This is an optimization exercise on Yosys and OpenROAD, whose aim is small area, a short achievable clock period and few clock cycles per item, not a production implementation.
Function was checked by simulation only, so behaviour that the tests miss may differ from the original.
No activity file was given, so power comes from the tool's default toggle rates.

$ cat design.v
`timescale 1ns / 1ps
`default_nettype none
package ssms_pkg;
    localparam int unsigned VAL_W   = 32;
    localparam int unsigned CFG_W   = 31;
    localparam int unsigned DT_W    = 16;
    localparam int unsigned CNT_W   = 7;
    localparam int unsigned IN_W    = 24;
    localparam int unsigned OUT_W   = 192;
    localparam logic [CFG_W-1:0] MOVE_SPEED_RST   = 31'd6553600;
    localparam logic [CFG_W-1:0] MAX_VELOCITY_RST = 31'd13107200;
    localparam logic [CFG_W-1:0] MAX_STEERING_RST = 31'd3276800;
    localparam logic [1:0] REG_MOVE_SPEED   = 2'd0;
    localparam logic [1:0] REG_MAX_VELOCITY = 2'd1;
    localparam logic [1:0] REG_MAX_STEERING = 2'd2;
    function automatic logic [VAL_W-1:0] sat34(input logic [33:0] v);
        begin
            if (!v[33] && (v[32:31] != 2'b00)) begin
                sat34 = 32'h7FFF_FFFF;
            end else if (v[33] && (v[32:31] != 2'b11)) begin
                sat34 = 32'h8000_0000;
            end else begin
                sat34 = v[31:0];
            end
        end
    endfunction
    function automatic logic [VAL_W-1:0] mag32(input logic [VAL_W-1:0] v);
        mag32 = v[31] ? (32'd0 - v) : v;
    endfunction
endpackage
`default_nettype wire
`timescale 1ns / 1ps
`default_nettype none
module seek_steering_motion_step_core
(
    input  wire logic              aclk,
    input  wire logic              aresetn,
    input  wire logic              s_tvalid,
    output logic                   s_tready,
    input  wire logic [ssms_pkg::IN_W-1:0]   s_tdata,
    output logic                   m_tvalid,
    input  wire logic              m_tready,
    output logic [ssms_pkg::OUT_W-1:0]       m_tdata,
    input  wire logic              cfg_wr_en,
    input  wire logic [1:0]        cfg_addr,
    input  wire logic [ssms_pkg::CFG_W-1:0]  cfg_wdata
);
    localparam int I_IDLE = 0;
    localparam int I_PRE  = 1;     
    localparam int I_D1   = 2;
    localparam int I_D2   = 3;
    localparam int I_D3   = 4;
    localparam int I_SQ   = 5;
    localparam int I_SUM  = 6;
    localparam int I_SQRT = 7;
    localparam int I_DIV  = 8;
    localparam int I_FIX  = 9;
    localparam int I_T1   = 10;
    localparam int I_VEL  = 11;
    localparam int I_T2   = 12;
    localparam int I_POS  = 13;
    localparam int NST    = 14;
    logic [NST-1:0] st, nst;
    logic [4:0]  cnt;
    logic        mul_r;          
    logic        mag_r;          
    logic        lead_r;         
    logic [4:0]  sqn_r;          
    logic        booth_r;        
    logic        pre;            
    logic        dirty;
    logic        clamp;
    logic        ms_gt_mv;
    logic        s_tready_r, m_tvalid_r;
    logic [30:0] ms_r, mv_r, mst_r, c1d_r;
    logic [30:0] mstn_r;         
    logic [4:0]  kst_r;          
    logic        kx, ky, nx_r, ny_r;    
    logic        ivx_r, ivy_r;       
    logic        cix_r, ciy_r;       
    logic        c0x_r, c0y_r;       
    logic [15:0] dt_r;
    logic        sgx_r, sgy_r;
    logic [65:0] px_r, py_r;
    logic [5:0]  dgx_r, dgy_r;   
    logic        dt9;            
    logic [63:0] rad_r;
    logic [33:0] rem_r;
    logic [31:0] root_r;
    logic [31:0] pos_x, pos_y, vel_x, vel_y, st_x, st_y;
    assign s_tready = s_tready_r;
    assign m_tvalid = m_tvalid_r;
    assign m_tdata  = {st_y, st_x, vel_y, vel_x, pos_y, pos_x};
    wire cap = s_tvalid && s_tready_r;
    wire out_busy = m_tvalid_r && !m_tready;
    wire [30:0] lim  = pre ? mv_r : mst_r;
    wire [30:0] limn = pre ? mv_r : mstn_r;
    wire [4:0]  kdiv = pre ? 5'd31 : kst_r;
    wire [4:0]  tlast = dt9 ? 5'd4 : 5'd3;
    wire [30:0] dmag = (kx && ky) ? c1d_r : (ms_gt_mv ? mv_r : ms_r);
    function automatic logic [5:0] bdec2(input logic [3:0] l, input logic yb);
        bdec2 = {bdec(l[3:2], l[1]), bdec(l[1:0], yb)};
    endfunction
    function automatic logic [2:0] bdec(input logic [1:0] l, input logic yb);
        bdec = {l[1] & ~(l[0] & yb),
                (l[1] & ~l[0] & ~yb) | (~l[1] & l[0] & yb),
                l[0] ^ yb};
    endfunction
    function automatic logic [33:0] sext32(input logic [31:0] v);
        sext32 = {v[31], v[31], v};
    endfunction
    wire [33:0] xmx = st[I_T2] ? sext32(vel_x) : {{2{st_x[31] & ~st[I_SQRT]}}, st_x};
    wire [33:0] xmy = st[I_T2] ? sext32(vel_y) : {{2{st_y[31] & ~st[I_SQRT]}}, st_y};
    function automatic logic [33:0] bpp(input logic [1:0] d, input logic [33:0] x);
        bpp = ({34{d[0]}} & x) | ({34{d[1]}} & {x[32:0], 1'b0});
    endfunction
    wire [33:0] p0x = bpp(dgx_r[1:0], xmx);
    wire [33:0] p0y = bpp(dgy_r[1:0], xmy);
    wire [33:0] p1x = bpp(dgx_r[4:3], xmx) ^ {34{dgx_r[5]}};
    wire [33:0] p1y = bpp(dgy_r[4:3], xmy) ^ {34{dgy_r[5]}};
    wire [37:0] wx  = {38{booth_r}} & {{2{p1x[33]}}, p1x, {2{dgx_r[5]}}};
    wire [37:0] wy  = {38{booth_r}} & {{2{p1y[33]}}, p1y, {2{dgy_r[5]}}};
    logic        fq_r, fs_r;     
    logic        t9_r, t8_r;     
    logic        sat_r;          
    logic [33:0] ax, bx, ay, by;
    always_comb begin
        ax = ({34{booth_r}} & px_r[65:32])
           | ({34{st[I_D2]}} & sext32(rad_r[31:0]))
           | ({34{st[I_SUM]}} & {2'b00, px_r[63:32]})
           | ({34{st[I_DIV]}} & {1'b0, px_r[62:30]})
           | ({34{st[I_VEL]}} & sext32(vel_x))
           | ({34{st[I_POS]}} & sext32(pos_x));
        bx = ({34{booth_r}} & p0x)
           | ({34{st[I_D2]}} & sext32(vel_x))
           | ({34{st[I_SUM]}} & {2'b00, py_r[63:32]})
           | ({34{mag_r}} & sext32(st_x))
           | ({34{st[I_DIV]}} & {2'b00, root_r})
           | ({34{fq_r}} & {3'b000, px_r[30:0]})
           | ({34{fs_r}} & {2'b00, st_x})
           | ({34{t9_r}} & sext32(px_r[59:28]))
           | ({34{t8_r}} & sext32(px_r[63:32]));
        ay = ({34{booth_r}} & py_r[65:32])
           | ({34{st[I_D2]}} & sext32(rad_r[63:32]))
           | ({34{st[I_SUM]}} & {2'b00, px_r[63:32]})
           | ({34{st[I_DIV]}} & {1'b0, py_r[62:30]})
           | ({34{st[I_VEL]}} & sext32(vel_y))
           | ({34{st[I_POS]}} & sext32(pos_y));
        by = ({34{booth_r}} & p0y)
           | ({34{st[I_D2]}} & sext32(vel_y))
           | ({34{mag_r}} & sext32(st_y))
           | ({34{st[I_SUM]}} & {2'b00, py_r[63:32]})
           | ({34{st[I_DIV]}} & {2'b00, root_r})
           | ({34{fq_r}} & {3'b000, py_r[30:0]})
           | ({34{fs_r}} & {2'b00, st_y})
           | ({34{t9_r}} & sext32(py_r[59:28]))
           | ({34{t8_r}} & sext32(py_r[63:32]));
    end
    function automatic logic [75:0] csa(input logic [37:0] u, input logic [37:0] v,
                                        input logic [37:0] w, input logic c0);
        csa = {u ^ v ^ w, ((u[36:0] & v[36:0]) | (u[36:0] & w[36:0]) | (v[36:0] & w[36:0])), c0};
    endfunction
    wire [75:0] cx = csa({{4{ax[33]}}, ax}, {{4{bx[33]}}, bx} ^ {38{ivx_r}}, wx, c0x_r);
    wire [75:0] cy = csa({{4{ay[33]}}, ay}, {{4{by[33]}}, by} ^ {38{ivy_r}}, wy, c0y_r);
    wire [37:0] rx = cx[75:38] + cx[37:0] + {37'd0, cix_r};
    wire [37:0] ry = cy[75:38] + cy[37:0] + {37'd0, ciy_r};
    function automatic logic [31:0] satg(input logic [33:0] v, input logic en);
        logic hi, lo;
        hi = en & ~v[33] & (v[32] | v[31]);
        lo = en & v[33] & ~(v[32] & v[31]);
        satg = {(v[31] | lo) & ~hi, ({31{hi}} | v[30:0]) & ~{31{lo}}};
    endfunction
    wire [31:0] satx = satg(rx[33:0], sat_r);
    wire [31:0] saty = satg(ry[33:0], sat_r);
    wire [37:0] sq_sh = {1'b0, rem_r[32:0], rad_r[63:60]};
    wire [33:0] qa = {2'b00, st_x ^ {32{st_x[31]}}};
    wire [33:0] qb = {2'b00, st_y ^ {32{st_y[31]}}};
    wire [33:0] qc = {3'b111, ~mst_r};
    wire [33:0] qs = qa ^ qb ^ qc;
    wire [33:0] qk = {((qa[32:0] & qb[32:0]) | (qa[32:0] & qc[32:0]) | (qb[32:0] & qc[32:0])),
                      st_x[31]};
    wire        d1go = st[I_D1] | (st[I_POS] & ~s_tready_r);
    logic [37:0] sa, sb;
    logic        sci;
    always_comb begin
        sa = ({38{st[I_D3]}} & {{4{qs[33]}}, qs})    
           | ({38{st[I_DIV]}} & {6'd0, root_r})
           | ({38{st[I_SQRT]}} & sq_sh)
           | ({38{st[I_SUM]}} & {6'd0, px_r[31:0]});
        sb = ({38{st[I_D3]}} & {{4{qk[33]}}, qk})
           | ({38{st[I_DIV]}} & ~{7'd0, lim})    
           | ({38{st[I_SQRT]}} & ~{3'd0, root_r, 3'b001})
           | ({38{st[I_SUM]}} & {6'd0, py_r[31:0]})
           | ({38{d1go}} & ~{7'd0, dmag});
        sci = (st[I_D3] & st_y[31]) | st[I_SQRT] | d1go;
    end
    wire [37:0] rs = sa + sb + {37'd0, sci};
    wire quick = rs[33] & ~pre;    
    wire over  = ~rs[37] | ((root_r == {1'b0, lim}) & (rem_r != 34'd0));
    wire [37:0] rt2 = sq_sh + ~{2'd0, root_r, 4'b0100} + 38'd1;
    wire [37:0] s3u = ~{3'd0, root_r, 3'b001};
    wire [37:0] s3v = ~{2'd0, root_r, 4'b1000};
    wire [37:0] s3s = sq_sh ^ s3u ^ s3v;
    wire [37:0] s3k = {((sq_sh[36:0] & s3u[36:0]) | (sq_sh[36:0] & s3v[36:0])
                        | (s3u[36:0] & s3v[36:0])), 1'b1};
    wire [37:0] rt3 = s3s + s3k + 38'd1;
    wire sq_ge1 = ~rs[37];
    wire sq_ge2 = ~rt2[37];
    wire sq_ge3 = ~rt3[37];
    wire div_done = ((cnt == 5'd0) && !over) || (cnt == kdiv - 5'd1);
    always_comb begin
        nst = '0;
        if (st[I_IDLE]) begin
            if (cap) begin
                if (dirty) nst[I_PRE] = 1'b1; else nst[I_D1] = 1'b1;
            end else nst[I_IDLE] = 1'b1;
        end
        if (st[I_PRE]) nst[I_D3] = 1'b1;
        if (st[I_D1]) nst[I_D2] = 1'b1;
        if (st[I_D2]) begin
            if (out_busy) nst[I_D2] = 1'b1; else nst[I_D3] = 1'b1;
        end
        if (st[I_D3]) begin
            if (quick) nst[I_T1] = 1'b1; else nst[I_SQ] = 1'b1;
        end
        if (st[I_SQ]) begin
            if (cnt == 5'd7) nst[I_SUM] = 1'b1; else nst[I_SQ] = 1'b1;
        end
        if (st[I_SUM]) nst[I_SQRT] = 1'b1;
        if (st[I_SQRT]) begin
            if ((sqn_n == 5'd0) && (cnt >= 5'd8)) nst[I_DIV] = 1'b1; else nst[I_SQRT] = 1'b1;
        end
        if (st[I_DIV]) begin
            if (div_done) nst[I_FIX] = 1'b1; else nst[I_DIV] = 1'b1;
        end
        if (st[I_FIX]) begin
            if (pre) nst[I_D1] = 1'b1; else nst[I_T1] = 1'b1;
        end
        if (st[I_T1]) begin
            if (cnt == tlast) nst[I_VEL] = 1'b1; else nst[I_T1] = 1'b1;
        end
        if (st[I_VEL]) nst[I_T2] = 1'b1;
        if (st[I_T2]) begin
            if (cnt == tlast) nst[I_POS] = 1'b1; else nst[I_T2] = 1'b1;
        end
        if (st[I_POS]) begin
            if (!s_tready_r) nst[I_D2] = 1'b1;
            else if (cap) nst[I_D1] = 1'b1;
            else nst[I_IDLE] = 1'b1;
        end
    end
    wire        ld_st  = st[I_D3] & ~quick;
    wire        ld_dt  = st[I_D2] | st[I_FIX] | st[I_VEL];
    wire        p_booth = booth_r & ~ld_st;
    wire        ld_lim = mag_r;
    wire        p_init = ld_st | ld_dt | ld_lim;
    wire [31:0] initx  = ({32{ld_st}} & st_x) | ({32{ld_dt}} & {16'd0, dt_r})
                       | ({32{ld_lim}} & {1'b0, limn});
    wire [31:0] inity  = ({32{ld_st}} & st_y) | ({32{ld_dt}} & {16'd0, dt_r})
                       | ({32{ld_lim}} & {1'b0, limn});
    wire [5:0] dgx_n = p_booth ? bdec2(px_r[7:4], px_r[3])
                     : (p_init ? bdec2(initx[3:0], 1'b0) : dgx_r);
    wire [5:0] dgy_n = p_booth ? bdec2(py_r[7:4], py_r[3])
                     : (p_init ? bdec2(inity[3:0], 1'b0) : dgy_r);
    wire nbooth = nst[I_D3] || nst[I_SQ] || nst[I_T1] || nst[I_T2] || nmul;
    wire clamp_n = (st[I_DIV] && (cnt == 5'd0)) ? over : clamp;
    wire nmul = mag_r || (mul_r && (cnt != 5'd8));
    always_ff @(posedge aclk) begin
        if (!aresetn) begin
            st         <= NST'(1) << I_IDLE;
            booth_r    <= 1'b0;
            fq_r       <= 1'b0;
            fs_r       <= 1'b0;
            t9_r       <= 1'b0;
            t8_r       <= 1'b0;
            sat_r      <= 1'b0;
            mul_r      <= 1'b0;
            mag_r      <= 1'b0;
            cnt        <= '0;
            pre        <= 1'b0;
            dirty      <= 1'b0;
            s_tready_r <= 1'b1;
            m_tvalid_r <= 1'b0;
            ms_r       <= ssms_pkg::MOVE_SPEED_RST;
            mv_r       <= ssms_pkg::MAX_VELOCITY_RST;
            mst_r      <= ssms_pkg::MAX_STEERING_RST;
            mstn_r     <= 31'(ssms_pkg::MAX_STEERING_RST << 9);
            kst_r      <= 5'd22;
            c1d_r      <= ssms_pkg::MOVE_SPEED_RST;
            pos_x      <= '0;
            pos_y      <= '0;
            vel_x      <= '0;
            vel_y      <= '0;
        end else begin
            st      <= nst;
            mul_r   <= nmul;
            mag_r   <= st[I_SUM];
            booth_r <= nbooth;
            fq_r    <= nst[I_FIX] & clamp_n;
            fs_r    <= nst[I_FIX] & ~clamp_n;
            t9_r    <= (nst[I_VEL] | nst[I_POS]) & dt9;
            t8_r    <= (nst[I_VEL] | nst[I_POS]) & ~dt9;
            sat_r   <= nst[I_D2] | nst[I_VEL] | nst[I_POS];
            cnt     <= (((st & nst) != '0) || (st[I_D3] && nst[I_T1])) ? cnt + 5'd1 : 5'd0;
            if (cfg_wr_en) begin
                case (cfg_addr)
                    ssms_pkg::REG_MOVE_SPEED:   begin ms_r  <= cfg_wdata; dirty <= 1'b1; end
                    ssms_pkg::REG_MAX_VELOCITY: begin mv_r  <= cfg_wdata; dirty <= 1'b1; end
                    ssms_pkg::REG_MAX_STEERING: begin
                        mst_r  <= cfg_wdata;
                        mstn_r <= cfg_wdata;
                        kst_r  <= 5'd31;
                        dirty  <= 1'b1;
                    end
                    default: ;
                endcase
            end else if (!mstn_r[30] && (kst_r != 5'd0)) begin
                mstn_r <= {mstn_r[29:0], 1'b0};
                kst_r  <= kst_r - 5'd1;
            end
            if (m_tvalid_r && m_tready) m_tvalid_r <= 1'b0;
            if (cap) begin
                kx         <= s_tdata[3] ^ s_tdata[2];
                ky         <= s_tdata[1] ^ s_tdata[0];
                nx_r       <= s_tdata[2];
                ny_r       <= s_tdata[0];
                dt_r       <= s_tdata[19:4];
                s_tready_r <= 1'b0;
            end
            dgx_r <= dgx_n;
            dgy_r <= dgy_n;
            ivx_r <= (nbooth & dgx_n[2]) | nst[I_D2] | (st[I_SUM] & st_x[31]) | nst[I_DIV]
                   | (nst[I_FIX] & sgx_r);
            ivy_r <= (nbooth & dgy_n[2]) | nst[I_D2] | (st[I_SUM] & st_y[31]) | nst[I_DIV]
                   | (nst[I_FIX] & sgy_r);
            c0x_r <= nbooth & dgx_n[2];
            c0y_r <= nbooth & dgy_n[2];
            cix_r <= (nbooth & dgx_n[5]) | nst[I_D2]
                   | (st[I_SUM] & st_x[31]) | nst[I_DIV] | (nst[I_FIX] & sgx_r);
            ciy_r <= (nbooth & dgy_n[5]) | nst[I_D2]
                   | (st[I_SUM] & st_y[31]) | nst[I_DIV] | (nst[I_FIX] & sgy_r)
                   | nst[I_SUM];    
            if (st[I_PRE]) pre <= 1'b1;
            if (st[I_FIX] && pre) begin
                c1d_r <= clamp ? px_r[30:0] : st_x[30:0];
                pre   <= 1'b0;
                dirty <= 1'b0;
            end
            if (st[I_VEL]) begin
                vel_x <= satx;
                vel_y <= saty;
            end
            if (st[I_T2] && (cnt == tlast - 5'd1)) s_tready_r <= 1'b1;
            if (st[I_POS]) begin
                pos_x      <= satx;
                pos_y      <= saty;
                m_tvalid_r <= 1'b1;
            end
        end
    end
    wire        stx_we = st[I_PRE] | (st[I_D2] & ~out_busy) | mag_r | (st[I_FIX] & ~pre);
    wire        sty_we = st[I_PRE] | (st[I_D2] & ~out_busy) | mag_r | (st[I_FIX] & ~pre);
    wire        p_we   = p_booth | st[I_DIV] | p_init;
    wire [65:0] pxn = ({66{p_booth}} & {rx[37:0], px_r[31:4]})
                    | ({66{st[I_DIV]}} & {3'b000, (rx[34] ? px_r[61:30] : rx[31:0]),
                                          px_r[29:0], ~rx[34]})
                    | ({66{p_init}} & {34'd0, initx});
    wire [65:0] pyn = ({66{p_booth}} & {ry[37:0], py_r[31:4]})
                    | ({66{st[I_DIV]}} & {3'b000, (ry[34] ? py_r[61:30] : ry[31:0]),
                                          py_r[29:0], ~ry[34]})
                    | ({66{p_init}} & {34'd0, inity});
    wire        skip4 = lead_r & (sqn_r >= 5'd4) & (rad_r[63:48] == 16'd0);
    wire        skip2 = lead_r & ~skip4 & (sqn_r >= 5'd2) & (rad_r[63:56] == 8'd0);
    wire        sqstep = ~skip4 & ~skip2 & (sqn_r != 5'd0);
    wire [4:0]  sqn_n = sqn_r - (skip4 ? 5'd4 : skip2 ? 5'd2 : {4'd0, sqstep});
    wire [63:0] rad_sh = skip4 ? {rad_r[47:0], 16'd0} : skip2 ? {rad_r[55:0], 8'd0}
                       : sqstep ? {rad_r[59:0], 4'd0} : rad_r;
    wire        radl_we = d1go | st[I_SUM] | st[I_SQRT];
    wire        radh_we = d1go | st[I_SUM] | st[I_SQRT];
    wire [31:0] dxv = kx ? (nx_r ? rs[31:0] : {1'b0, dmag}) : 32'd0;
    wire [31:0] dyv = ky ? (ny_r ? rs[31:0] : {1'b0, dmag}) : 32'd0;
    wire [33:0] remn = sq_ge3 ? {1'b0, rt3[32:0]} : sq_ge2 ? {1'b0, rt2[32:0]}
                     : sq_ge1 ? {1'b0, rs[32:0]} : {1'b0, sq_sh[32:0]};
    always_ff @(posedge aclk) begin
        if (stx_we) st_x <= st[I_PRE] ? {1'b0, ms_r} : satx;
        if (sty_we) st_y <= st[I_PRE] ? {1'b0, ms_r} : saty;
        if (p_we) begin
            px_r <= pxn;
            py_r <= pyn;
        end
        if (radl_we) rad_r[31:0] <= ({32{d1go}} & dxv) | ({32{st[I_SUM]}} & rs[31:0])
                                  | ({32{st[I_SQRT]}} & rad_sh[31:0]);
        if (radh_we) rad_r[63:32] <= ({32{d1go}} & dyv)
                                   | ({32{st[I_SUM]}} & (rs[32] ? ry[31:0] : rx[31:0]))
                                   | ({32{st[I_SQRT]}} & rad_sh[63:32]);
        if (st[I_SUM]) begin
            lead_r <= 1'b1;
            sqn_r  <= 5'd16;
        end else if (st[I_SQRT]) begin
            if (sqstep) lead_r <= 1'b0;
            sqn_r <= sqn_n;
        end
        if (st[I_SUM] | (st[I_SQRT] & sqstep)) begin
            rem_r  <= {34{st[I_SQRT]}} & remn;
            root_r <= {32{st[I_SQRT]}} & {root_r[29:0], sq_ge2, sq_ge3 | (sq_ge1 & ~sq_ge2)};
        end
        if (mag_r) begin
            sgx_r <= st_x[31];
            sgy_r <= st_y[31];
        end
        if (st[I_D3] | (st[I_DIV] & (cnt == 5'd0))) clamp <= st[I_DIV] & over;
        if (ld_dt) dt9 <= dt_r[15];
    end
    always_ff @(posedge aclk) begin
        ms_gt_mv <= (ms_r > mv_r);
    end
endmodule
`default_nettype wire
$ cat constraint.sdc
create_clock -name core_clock -period 10.0 [get_ports {aclk}]
set_input_delay 2.0000 -clock core_clock [delete_from_list [all_inputs] [get_ports {aclk}]]
set_output_delay 2.0000 -clock core_clock [all_outputs]
set_load 0.01 [all_outputs]
$ cat run.sh
#!/bin/bash
# synth_recipe.tcl (not shown) runs the flow's synth.tcl, then flattens the netlist and writes it again
# the make line also repeats each setting of config.mk as NAME=value (left out here)
make -C /OpenROAD-flow-scripts/flow DESIGN_CONFIG=/design/flow/config.mk WORK_HOME=/design/flow/orfs CLKGATE_MAP_FILE= SYNTH_SCRIPT=/design/flow/synth_recipe.tcl finish
$ cat config.mk
export PLATFORM = sky130hd
export DESIGN_NAME = seek_steering_motion_step_core
export DESIGN_NICKNAME = seek_steering_motion_step_core
export VERILOG_FILES = /design/flow/design.v
export SDC_FILE = /design/flow/constraint.sdc
export NUM_CORES = 4
export LEC_CHECK = 0
export CAP_MARGIN = 20
export CORE_MARGIN = 2
export CORE_UTILIZATION = 40
export SETUP_SLACK_MARGIN = 5
export SLEW_MARGIN = 20
==> metrics.cfg, run 1 <==
[status]
status=finished clean

[sta]
fin_crit_ns=5.66
drv_slew=0
slew_headroom_pct=10.5
tns_ns=0
rsz0062_at_grt=true
finClkSkew_ns=0.0702
hold_slack_ns=0.452
max_freq_mhz=177
finalHoldViolations=0
final.period_utilization_pct=56.6
worst_slew_pin_slew_ns=1.34
setup_viol=0

[die]
initial_core_util_pct=40.3
die_h_um=382
ioPinCount=256
row_count=138
die_w_um=382
core_um2=142000
dieArea_um2=146000

[drt]
first_iter_violations=12400
detail_route.first_pass.iterations=12
viasPerCell=7.24
route.vias.total=66600
routed_wl_um=373000
wire_per_inst_um=40.6
postRouteAntennaNets=0
drc_errors=0

[global_route]
overflow=0
grt_max_degree=81
antenna_found_initial=38
grt_pass1_wl_um=494000
track_usage_pct=48.1
grt_pass1_vias=59600

[run]
drv_cap=0

[clock_tree]
htreeDepth=3
cts_tree=done
cts_max_path_buffers=3
clk_pin_slew_ns=0.07
clock_latency_ns=0.79
cts.sinks=693
cts_inserted_buffers=87
cts-root-buf=clkbuf_16
hold_buffers=0

[yosys]
synthTopCellsByArea=edfxtp_1 (19%), dfxtp_1 (11%), nand2_1 (6.9%)
synth-seq-cells=693
synth.avg_cell_area_um2=8.46
synth_ff_type=edfxtp_1
synth_top_area_share_pct=19.3
synth.yosys.seq_area_share_pct=30.7
yosysMostFrequentCell=nand2_1
synth_nets=7174
yosys_warnings=1
synth.distinct_cells=100
synth_area_leader_cell=edfxtp_1
synth-edff-count=367
syn-instance-count=6746
synthTopCellsByCount=nand2_1 (1046), a21oi_1 (459), o21ai_0 (431), clkbuf_1 (392), a22oi_1 (382)
netlist_area_um2=57100
synthArstFlopShare_pct=0

[setup_path]
cp_max_fo=8
reg2reg_slack_ns=4.34
arrival_ns=6.11
crit_type=flip-flop to flip-flop
path_cells=buf_12, buf_12, mux2i_4, o22ai_2, a2111oi_4, xnor2_2, fa_1, ha_4, o21a_1, o21ai_2, a2111o_1, and3_4, a211oi_4, mux2i_2, a2111oi_4, buf_6, nand2_8, buf_6, o21bai_4, clkbuf_16, o21ai_2
cpPeakStageDelay_ns=0.60
cp_slowest_cell=a2111oi_4
crit_required_ns=10.46
cp-end-kind=flip-flop
start_kind=flip-flop

[power]
pwr-share-seq_pct=32.2
p_sw_share_pct=38.0
combPwrFrac_pct=35.0
p_sw_mw=4.02
power_leakage_nw=28.3
pwr-share-clk_pct=32.8
peakVddDrop_mv=0.160
internal-power_mw=6.56
power.density_nw_per_um2=138

[finish]
layout.area.seq_um2=17600
area_growth_syn_to_layout_pct=34.2
fillers=12900
nNetsFinal=7636
layout-drive-gt1-share_pct=23.7
multi_input_area_um2=42600
final_area_um2=76600
postLayoutCoreUtil_pct=54.1

[placement]
io_buffers=251
gp_congestion=1.11
postPlaceCellArea_um2=61700
dp_hpwl_um=254000

[worst_hold_path]
min_path_type=flip-flop to flip-flop

==> per-layer routing <==
| metal | track usage [%] | vias up | share of wire [%] |
|---|---|---|---|
| met1 | 61.2 | 32500 | 36 |
| met2 | 63.3 | 6340 | 37 |
| met4 | 35.0 | 34 | 9.8 |
| li1 | - | 26200 | - |
| met3 | 21.4 | 1560 | 17 |
| met5 | 2.74 | - | 0.25 |
==> flip-flops by register name, summed over array words and instances (netlist names), 32 cells and up <==
name    cells
px_r       66
py_r       66
rad_r      64
rem_r      33
pos_x      32
pos_y      32
root_r     32
st_x       32
st_y       32
vel_x      32
vel_y      32
==> cells by family after synthesis <==
family,Yosys count,share of synthesized area [%]
simple gates,2042,16.1
mux,349,6.34
xor+xnor,399,6.13
flops,693,30.7
fa+ha+maj,366,9.87
compound gates,2212,26.0
buf+inv,685,4.75
==> worst max-delay path, delay by kind of cell (launching register included) <==
family	cells	cell delay, ns
AOI/OAI and AO/OA	9	2.25
buffers and inverters	5	0.97
adders and majority gates	2	0.88
muxes	2	0.41
DFF	1	0.37
and+or+nand+nor	2	0.29
xor gates and xnor gates	1	0.14
==> power by group through the flow <==
| stage | logic (mW) | clock network, mW | registers (mW) |
|---|---|---|---|
| after floorplan | 1.43 | 0 | 3.29 |
| after global placement | 2.29 | 0 | 3.46 |
| after detailed placement | 2.31 | 0 | 3.46 |
| after CTS | 3.11 | 3.44 | 3.37 |
| after global routing | 3.74 | 3.54 | 3.38 |
| final | 3.70 | 3.47 | 3.41 |
==> path summary, 6_finish.rpt <==
check / start / end / cells after the start
max: st[12] / st_x[15] / 21
min: c1d_r[28] / c1d_r[28] / 2
max reg2reg: st[12] / st_x[15] / 21
min reg2reg: c1d_r[28] / c1d_r[28] / 2
==> what timing repair did <==
| item | 4_1_cts | 5_1_grt |
|---|---|---|
| pin swaps | 153 | 264 |
| endpoints found under the setup margin | 586 | 457 |
| cloned | 60 | 23 |
| setup buffers | 241 | 138 |
| resized for setup | 794 | 625 |
==> metrics by stage <==
stage	worst slack, ns	total power [mW]	std cells
after CTS	4.63	9.92	9010
after global placement	2.52	5.75	8546
after detailed placement	2.40	5.77	8547
after global routing	4.35	10.6	9178
final	4.34	10.6	9193
after floorplan	4.70	4.72	6746
==> layout by cell type (no fill, tap or decap), types with 84 or more instances in the layout <==
master,instances
nand3_1,189
nand4_1,90
inv_1,143
buf_4,372
dfxtp_1,309
o21ai_0,249
nor2_1,251
clkbuf_16,113
o21ai_1,139
o21ai_2,84
xnor2_1,282
nand2_1,1008
mux2_2,91
ha_1,165
a21oi_1,384
clkdlybuf4s50_1,250
o22ai_1,109
edfxtp_1,367
mux2i_1,197
a22oi_1,350
buf_12,90
a21o_1,99
fa_1,130
==> cell type report <==
cell class,count,area share (%)
Clock buffer,131,3.51
Clock inverter,31,0.521
Antenna cell,22,0.0719
Sequential cell,693,23.0
Timing Repair Buffer,874,13.4
Tap cell,1890,3.09
Multi-Input combinational cell,5385,55.6
Inverter,167,0.923
Testbench counts, summed over its fixed seeds: cycles 66,205, items 2,048.
==> run 2, diff against run 1 <==
--- a/config.mk
+++ b/config.mk
@@ -7,6 +7,6 @@
 export LEC_CHECK = 0
 export CAP_MARGIN = 20
 export CORE_MARGIN = 2
-export CORE_UTILIZATION = 40
+export CORE_UTILIZATION = 30
 export SETUP_SLACK_MARGIN = 5
 export SLEW_MARGIN = 20
==> run 2 against run 1 <==
Cell count grew 7.6%. Sequential cell count unchanged. Setup slack gained 0.081 ns. Utilization down 13 points. Critical endpoint is now st_x[19]. Largest cell class unchanged.
==> metrics.cfg, run 2 <==
[status]
status=finished clean  ; unchanged

[drt]
viasPerCell=6.77  ; was 7.24
wire_per_inst_um=40.2  ; was 40.6 µm
first_iter_violations=11800  ; was 12400
route.vias.total=67000  ; was 66600
routed_wl_um=397000  ; was 373000 µm
detail_route.first_pass.iterations=12  ; unchanged
drc_errors=0  ; unchanged
postRouteAntennaNets=0  ; unchanged

[finish]
layout-drive-gt1-share_pct=24.5  ; was 23.7%
nNetsFinal=7695  ; was 7636
final_cell_mix=nand2_1 (955), buf_4 (403), a21oi_1 (385)  ; was nand2_1 (1008), a21oi_1 (384), buf_4 (372)
postLayoutCoreUtil_pct=41.3  ; was 54.1%
final_common_cell=nand2_1  ; unchanged
instances_no_fill=9888  ; was 9193
area_growth_syn_to_layout_pct=37.3  ; was 34.2%
reg.largest.list=px_r x66, py_r x66, rad_r x64  ; unchanged

[yosys]
synth_top_area_share_pct=19.3  ; unchanged
yosysMostFrequentCell=nand2_1  ; unchanged
synthArstFlopShare_pct=0  ; unchanged
synth_ff_type=edfxtp_1  ; unchanged
netlist_area_um2=57100  ; unchanged
synth_area_leader_cell=edfxtp_1  ; unchanged
synth-seq-cells=693  ; unchanged
synth-edff-count=367  ; unchanged
synth_nets=7174  ; unchanged
yosys_warnings=1  ; unchanged
synthTopCellsByArea=edfxtp_1 (19%), dfxtp_1 (11%), nand2_1 (6.9%)  ; unchanged
syn-instance-count=6746  ; unchanged
synth.avg_cell_area_um2=8.46  ; unchanged
synth.distinct_cells=100  ; unchanged
synthTopCellsByCount=nand2_1 (1046), a21oi_1 (459), o21ai_0 (431), clkbuf_1 (392), a22oi_1 (382)  ; unchanged
synth.yosys.seq_area_share_pct=30.7  ; unchanged

[clock_tree]
cts_max_path_buffers=3  ; unchanged
cts_tree=done  ; unchanged
cts-root-buf=clkbuf_16  ; unchanged
htreeDepth=3  ; unchanged
hold_buffers=0  ; unchanged
cts.sinks=693  ; unchanged
cts_inserted_buffers=91  ; was 87
clk_pin_slew_ns=0.06  ; was 0.07 ns
clock_latency_ns=0.80  ; was 0.79 ns

[global_route]
overflow=0  ; unchanged
antenna_found_initial=42  ; was 38
grt_max_degree=81  ; unchanged
track_usage_pct=38.3  ; was 48.1%
grt_pass1_vias=59200  ; was 59600
grt_pass1_wl_um=515000  ; was 494000 µm

[die]
die_h_um=440  ; was 382 µm
core_um2=190000  ; was 142000 µm²
die_w_um=440  ; was 382 µm
row_count=160  ; was 138
initial_core_util_pct=30.1  ; was 40.3%
dieArea_um2=194000  ; was 146000 µm²
ioPinCount=256  ; unchanged

[setup_path]
crit_required_ns=10.51  ; was 10.46 ns
cpPeakStageDelay_ns=0.78  ; was 0.60 ns
r2r_cells=17  ; was 21
cp-end-kind=flip-flop  ; unchanged
start_kind=flip-flop  ; unchanged
rr_endpoint=st_x[19]  ; was st_x[15]
reg2reg_slack_ns=4.42  ; was 4.34 ns
timing.rr.start=px_r[6]  ; was st[12]
arrival_ns=6.08  ; was 6.11 ns
crit_start=px_r[6]  ; was st[12]
critical_path_buf_inv_count=2  ; was 5
cpLargestDelayFamily=compound AO/OA/AOI/OAI gates  ; unchanged
cp.depth=17  ; was 21
crit_type=flip-flop to flip-flop  ; unchanged
path_cells=a22oi_1, nand2_1, a2111oi_4, xnor2_2, fa_1, ha_2, nand2_1, a2111o_1, and3_4, a211oi_4, mux2i_2, a2111oi_4, buf_6, nand2_8, o21bai_4, clkbuf_16, o21ai_1  ; was buf_12, buf_12, mux2i_4, o22ai_2, a2111oi_4, xnor2_2, fa_1, ha_4, o21a_1, o21ai_2, a2111o_1, and3_4, a211oi_4, mux2i_2, a2111oi_4, buf_6, nand2_8, buf_6, o21bai_4, clkbuf_16, o21ai_2
cp_max_fo=8  ; unchanged
cp_slowest_cell=edfxtp_1  ; was a2111oi_4
worstSetupEndpoint=st_x[19]  ; was st_x[15]

[placement]
dp_hpwl_um=272000  ; was 254000 µm
gp_congestion=1.10  ; was 1.11
placedCellCount=9194  ; was 8547
io_buffers=251  ; unchanged

[sta]
finClkSkew_ns=0.0435  ; was 0.0702 ns
finalHoldViolations=0  ; unchanged
fin_crit_ns=5.58  ; was 5.66 ns
setup_viol=0  ; unchanged
hold_slack_ns=0.454  ; was 0.452 ns
final.period_utilization_pct=55.8  ; was 56.6%
drv_slew=0  ; unchanged
slew_headroom_pct=9.30  ; was 10.5%
worst_slew_pin_slew_ns=1.35  ; was 1.34 ns
tns_ns=0  ; unchanged
max_freq_mhz=179  ; was 177 MHz
rsz0062_at_grt=true  ; unchanged

[power]
peakVddDrop_mv=0.138  ; was 0.160 mV
power.density_nw_per_um2=135  ; was 138 nW/µm²
power_mw=10.6  ; about the same
power_leakage_nw=28.8  ; was 28.3 nW

[worst_hold_path]
min_path_type=flip-flop to flip-flop  ; unchanged

[run]
drv_cap=0  ; unchanged

[run 2: kinds of logic (layout without fill, tap and decap cells)]
group / count (synthesis) / count (layout) / share of synthesized area (%)
muxes: 349 / 349 / 6.34
adders and majority gates: 366 / 366 / 9.87
DFF: 693 / 693 / 30.7
buffers and inverters: 685 / 1264 / 4.75
other: 0 / 33 / 0
AOI/OAI and AO/OA: 2212 / 2219 / 26.0
xor gates and xnor gates: 399 / 399 / 6.13
and+or+nand+nor: 2042 / 2054 / 16.1
[run 2: worst min path at each step]
stage                   start        end  slack, ns  cells after the start
finish               c1d_r[9]   c1d_r[9]       0.45                      2
detailed placement   c1d_r[9]   c1d_r[9]       0.44                      2
CTS                  c1d_r[9]   c1d_r[9]       0.45                      2
global placement     c1d_r[5]   c1d_r[5]       0.43                      2
global route        c1d_r[14]  c1d_r[14]       0.48                      2
floorplan            c1d_r[0]   c1d_r[0]       0.42                      2
[run 2: stage by stage]
step                      cell area (µm²)  worst slack [ns]
after global placement              62700              2.33
after CTS                           72800              4.64
after detailed placement            62700              2.45
final                               78400              4.42
after floorplan                     57500              4.70
after global routing                78300              4.47
[run 2: layout make-up]
| cell class | count | area [µm²] |
|---|---|---|
| Sequential cell | 693 | 17600 |
| Clock buffer | 138 | 2840 |
| Timing Repair Buffer | 927 | 10900 |
| Antenna cell | 33 | 82.6 |
| Multi-Input combinational cell | 5387 | 42900 |
| Clock inverter | 32 | 251 |
| Fill cell | 18500 | 111000 |
| Tap cell | 2511 | 3140 |
| Inverter | 167 | 684 |
[run 2: worst reg2reg max path: stages, from the launching register on]
cell and delay (ns):
edfxtp_1 0.78, a22oi_1 0.33, nand2_1 0.14, a2111oi_4 0.61
xnor2_2 0.20, fa_1 0.46, ha_2 0.38, nand2_1 0.10
a2111o_1 0.35, and3_4 0.24, a211oi_4 0.35, mux2i_2 0.14
a2111oi_4 0.21, buf_6 0.20, nand2_8 0.13, o21bai_4 0.36
clkbuf_16 0.24, o21ai_1 0.09
[run 2: metal layers]
layer / vias up / track usage, % / share of wire, %
met5: - / 0.546 / 0.11
met2: 6282 / 49.9 / 37
met3: 1652 / 18.0 / 16
met1: 32700 / 47.8 / 36
li1: 26300 / - / -
met4: 26 / 29.7 / 10
[run 2: report_power, final]
group          total, mW  switching, mW  internal [mW]
registers           3.42          0.288           3.13
clock network       3.57           1.59           1.98
logic               3.62           2.22           1.39
total               10.6           4.11           6.50
[run 2: timing repair]
action / CTS / global route
pin swaps: 147 / 255
buffers inserted: 220 / 163
cloned: 56 / 52
setup endpoints to repair: 586 / 563
gates resized for setup: 767 / 627
==> run 3, diff against run 2 <==
--- a/config.mk
+++ b/config.mk
@@ -5,8 +5,8 @@
 export SDC_FILE = /design/flow/constraint.sdc
 export NUM_CORES = 4
 export LEC_CHECK = 0
-export CAP_MARGIN = 20
+export CAP_MARGIN = 35
 export CORE_MARGIN = 2
-export CORE_UTILIZATION = 30
-export SETUP_SLACK_MARGIN = 5
-export SLEW_MARGIN = 20
+export CORE_UTILIZATION = 35
+export SETUP_SLACK_MARGIN = 4
+export SLEW_MARGIN = 35
==> run 3 against run 2 <==
Clock skew up 0.023 ns. First-iteration DRC count down 6.6%. Critical path depth up 2. Setup slack worse by 0.48 ns. Largest cell class unchanged. Largest power group is now registers. Highest routed layer unchanged.
==> metrics.cfg, run 3 <==
[yosys]
synth.distinct_cells=100  ; unchanged
synthMuxAreaShare_pct=6.34  ; unchanged
yosys.area_share.xor_xnor_pct=6.13  ; unchanged
synthTopCellsByCount=nand2_1 (1046), a21oi_1 (459), o21ai_0 (431), clkbuf_1 (392), a22oi_1 (382)  ; unchanged
syn-instance-count=6746  ; unchanged
netlist_area_um2=57100  ; unchanged
yosys.area_share.adder_pct=9.87  ; unchanged
yosys_warnings=1  ; unchanged
yosysMostFrequentCell=nand2_1  ; unchanged
synth_top_area_share_pct=19.3  ; unchanged
synth-edff-count=367  ; unchanged
synth_nets=7174  ; unchanged
synth.avg_cell_area_um2=8.46  ; unchanged
synth_compound_area_share_pct=26.0  ; unchanged
synth-seq-cells=693  ; unchanged
synth-simple-area-share_pct=16.1  ; unchanged
synth_top_family_by_area=compound AO/OA/AOI/OAI gates  ; unchanged
synth.yosys.seq_area_share_pct=30.7  ; unchanged
synthTopCellsByArea=edfxtp_1 (19%), dfxtp_1 (11%), nand2_1 (6.9%)  ; unchanged
synth_ff_type=edfxtp_1  ; unchanged
synth_area_leader_cell=edfxtp_1  ; unchanged
synthArstFlopShare_pct=0  ; unchanged

[sta]
max_freq_mhz=165  ; was 179 MHz
drv_slew=0  ; unchanged
setup_viol=0  ; unchanged
slew_headroom_pct=25.0  ; was 9.30%
rsz0062_at_grt=true  ; unchanged
finalHoldViolations=0  ; unchanged
fin_crit_ns=6.06  ; was 5.58 ns
setup_slack_ns=3.94  ; was 4.42 ns
finClkSkew_ns=0.0668  ; was 0.0435 ns
tns_ns=0  ; unchanged
final.period_utilization_pct=60.6  ; was 55.8%
worst_slew_pin_slew_ns=1.11  ; was 1.35 ns

[global_route]
grt_pass1_wl_um=471000  ; was 515000 µm
antenna_found_initial=46  ; was 42
grt_pass1_vias=56300  ; was 59200
overflow=0  ; unchanged
track_usage_pct=39.8  ; was 38.3%
grt_max_degree=82  ; was 81

[finish]
final_area_um2=67300  ; was 78400 µm²
final_cell_mix=nand2_1 (1032), a21oi_1 (441), o21ai_0 (407)  ; was nand2_1 (955), buf_4 (403), a21oi_1 (385)
reg.largest.list=px_r x66, py_r x66, rad_r x64  ; unchanged
area_growth_syn_to_layout_pct=17.9  ; was 37.3%
postLayoutCoreUtil_pct=41.4  ; was 41.3%
fillers=16200  ; was 18500
nNetsFinal=7262  ; was 7695
final_common_cell=nand2_1  ; unchanged
layout-drive-gt1-share_pct=11.4  ; was 24.5%

[setup_path]
reg2reg_slack_ns=3.94  ; was 4.42 ns
timing.rr.start=st[8]  ; was px_r[6]
start_kind=flip-flop  ; unchanged
timing.critical_path.mode_cell=a21o_1
cp_max_fo=35  ; was 8
crit_required_ns=10.62  ; was 10.51 ns
arrival_ns=6.67  ; was 6.08 ns
cp-end-kind=flip-flop  ; unchanged
r2r_cells=19  ; was 17
cpLargestDelayFamily=compound AO/OA/AOI/OAI gates  ; unchanged
cp_slowest_cell=o21ai_1  ; was edfxtp_1
path_cells=inv_12, buf_12, o21ai_1, a2111oi_2, buf_4, xnor2_1, fa_1, ha_1, a21o_1, a21o_1, a21o_1, o211a_1, o2111ai_2, a21boi_1, or3_4, o21bai_4, nand2_4, bufbuf_16, a221oi_2  ; was a22oi_1, nand2_1, a2111oi_4, xnor2_2, fa_1, ha_2, nand2_1, a2111o_1, and3_4, a211oi_4, mux2i_2, a2111oi_4, buf_6, nand2_8, o21bai_4, clkbuf_16, o21ai_1
crit_type=flip-flop to flip-flop  ; unchanged
rr_endpoint=pos_x[27]  ; was st_x[19]
critical_path_buf_inv_count=4  ; was 2
cpPeakStageDelay_ns=0.65  ; was 0.78 ns

[placement]
dp_hpwl_um=264000  ; was 272000 µm
gp_congestion=1.09  ; was 1.10
postPlaceCellArea_um2=62300  ; was 62700 µm²
io_buffers=251  ; unchanged
dp_slack_ns=2.49  ; was 2.45 ns

[worst_hold_path]
holdPathEnd=c1d_r[27]  ; was c1d_r[9]
whs_path_depth=2  ; unchanged
min_path_type=flip-flop to flip-flop  ; unchanged
hold_start=c1d_r[27]  ; was c1d_r[9]

[run]
drv_cap=0  ; unchanged

[clock_tree]
clk_pin_slew_ns=0.06  ; about the same
hold_buffers=0  ; unchanged
clock_latency_ns=0.77  ; was 0.80 ns
cts.sinks=693  ; unchanged
cts-root-buf=clkbuf_16  ; unchanged
cts_max_path_buffers=3  ; unchanged
cts_tree=done  ; unchanged
cts_inserted_buffers=87  ; was 91
htreeDepth=3  ; unchanged

[drt]
route.vias.total=62300  ; was 67000
wire_per_inst_um=38.2  ; was 40.2 µm
first_iter_violations=11000  ; was 11800
detail_route.first_pass.iterations=9  ; was 12
routed_wl_um=348000  ; was 397000 µm
postRouteAntennaNets=0  ; unchanged
viasPerCell=6.84  ; was 6.77
drc_errors=0  ; unchanged

[die]
ioPinCount=256  ; unchanged
row_count=148  ; was 160
die_w_um=408  ; was 440 µm
dieArea_um2=166000  ; was 194000 µm²
core_um2=162000  ; was 190000 µm²
initial_core_util_pct=35.2  ; was 30.1%
die_h_um=408  ; was 440 µm

[power]
peakVddDrop_mv=0.141  ; was 0.138 mV
power_leakage_nw=24.5  ; was 28.8 nW
power.density_nw_per_um2=141  ; was 135 nW/µm²
power_mw=9.49  ; was 10.6 mW

[status]
status=finished clean  ; unchanged

==> run 3: report_power, final <==
part | internal [mW] | total, mW | switching [mW]
combinational | 0.876 | 2.70 | 1.82
clock | 1.85 | 3.36 | 1.51
sequential | 3.13 | 3.43 | 0.301
total | 5.86 | 9.49 | 3.63
==> run 3: how the worst max path moves through the flow <==
stage | depth (start not counted) | from | slack [ns] | end
final | 19 | st[8] | 3.94 | pos_x[27]
after global routing | 18 | st[12] | 3.90 | py_r[31]
after CTS | 18 | st[12] | 3.93 | st_y[22]
after detailed placement | 18 | st[8] | 2.49 | st_y[9]
after global placement | 19 | st[12] | 2.18 | pos_x[2]
after floorplan | 16 | st_y[31] | 4.12 | px_r[0]
==> run 3: kinds of logic (layout without fill, tap and decap cells) <==
family / count (synthesis) / after routing
compound gates: 2212 / 2213
fa+ha+maj: 366 / 366
mux: 349 / 349
xor+xnor: 399 / 399
other cells: 0 / 31
buf+inv: 685 / 843
simple gates: 2042 / 2046
flops: 693 / 693
==> run 3: per-stage QoR <==
step                      hold slack (ns)  std cells
after global placement              0.430       8845
after floorplan                     0.420       6746
after detailed placement            0.441       8850
after global routing                0.467       9085
final                               0.461       9115
after CTS                           0.455       9046
==> run 3: metal layers <==
layer	wire length, µm	GRT usage [%]
met2	133000	53.7
met4	28900	25.1
met5	170	0
met1	135000	53.6
met3	51200	14.0
==> run 3: repair_timing <==
action	CTS	global route
pin swaps	15	17
setup buffers	26	34
resized for setup	165	116
gates cloned	6	3
endpoints found under the setup margin	548	429
==> run 3: worst register-to-register path, delay by kind of cell, from the launching register on <==
family                   cells  cell delay (ns)
AO/OA/AOI/OAI               10             2.73
buffers and inverters        4             0.96
adder cells (fa/ha/maj)      2             0.85
AND/OR/NAND/NOR              2             0.59
flip-flops                   1             0.56
XOR/XNOR                     1             0.25
==> run 3: final cells by class <==
type                            instances  area [µm²]  share of cell area [%]
Clock inverter                         40         440                   0.654
Sequential cell                       693       17600                    26.1
Antenna cell                           31        77.6                   0.115
Clock buffer                          124        2500                    3.71
Inverter                              167         692                    1.03
Multi-Input combinational cell       5373       38100                    56.7
Tap cell                             2175        2720                    4.04
Timing Repair Buffer                  512        5140                    7.64

[separate check: timing with driven ports]
How much do the figures lean on ideal ports? The routed layouts below were timed once more, with nothing changed but the port constraints.
Step 1 sets driving cells, clkbuf_16 on the clock port and buf_2 on the other inputs (assumed; they add their load-dependent delay and slew).
Step 2 also shifts input and output timing later by t, the mid clock arrival at the registers, as if the neighbouring blocks saw the same clock.
Three values: no drivers, after step 1, after step 2; two values: the first two.
run	shift t [ns]	setup slack, ns	worst setup path after step 2	worst register clock-pin slew, ns	worst data-port slew with drivers (ns)
run 1	0.841	4.344 / 4.344 / 4.344	register to register	0.07 / 0.07	0.06
run 2	0.871	4.425 / 4.425 / 4.425	register to register	0.07 / 0.07	0.06
run 3	0.821	3.943 / 3.943 / 3.943	register to register	0.07 / 0.07	0.05
After both steps every run listed still meets setup and hold.
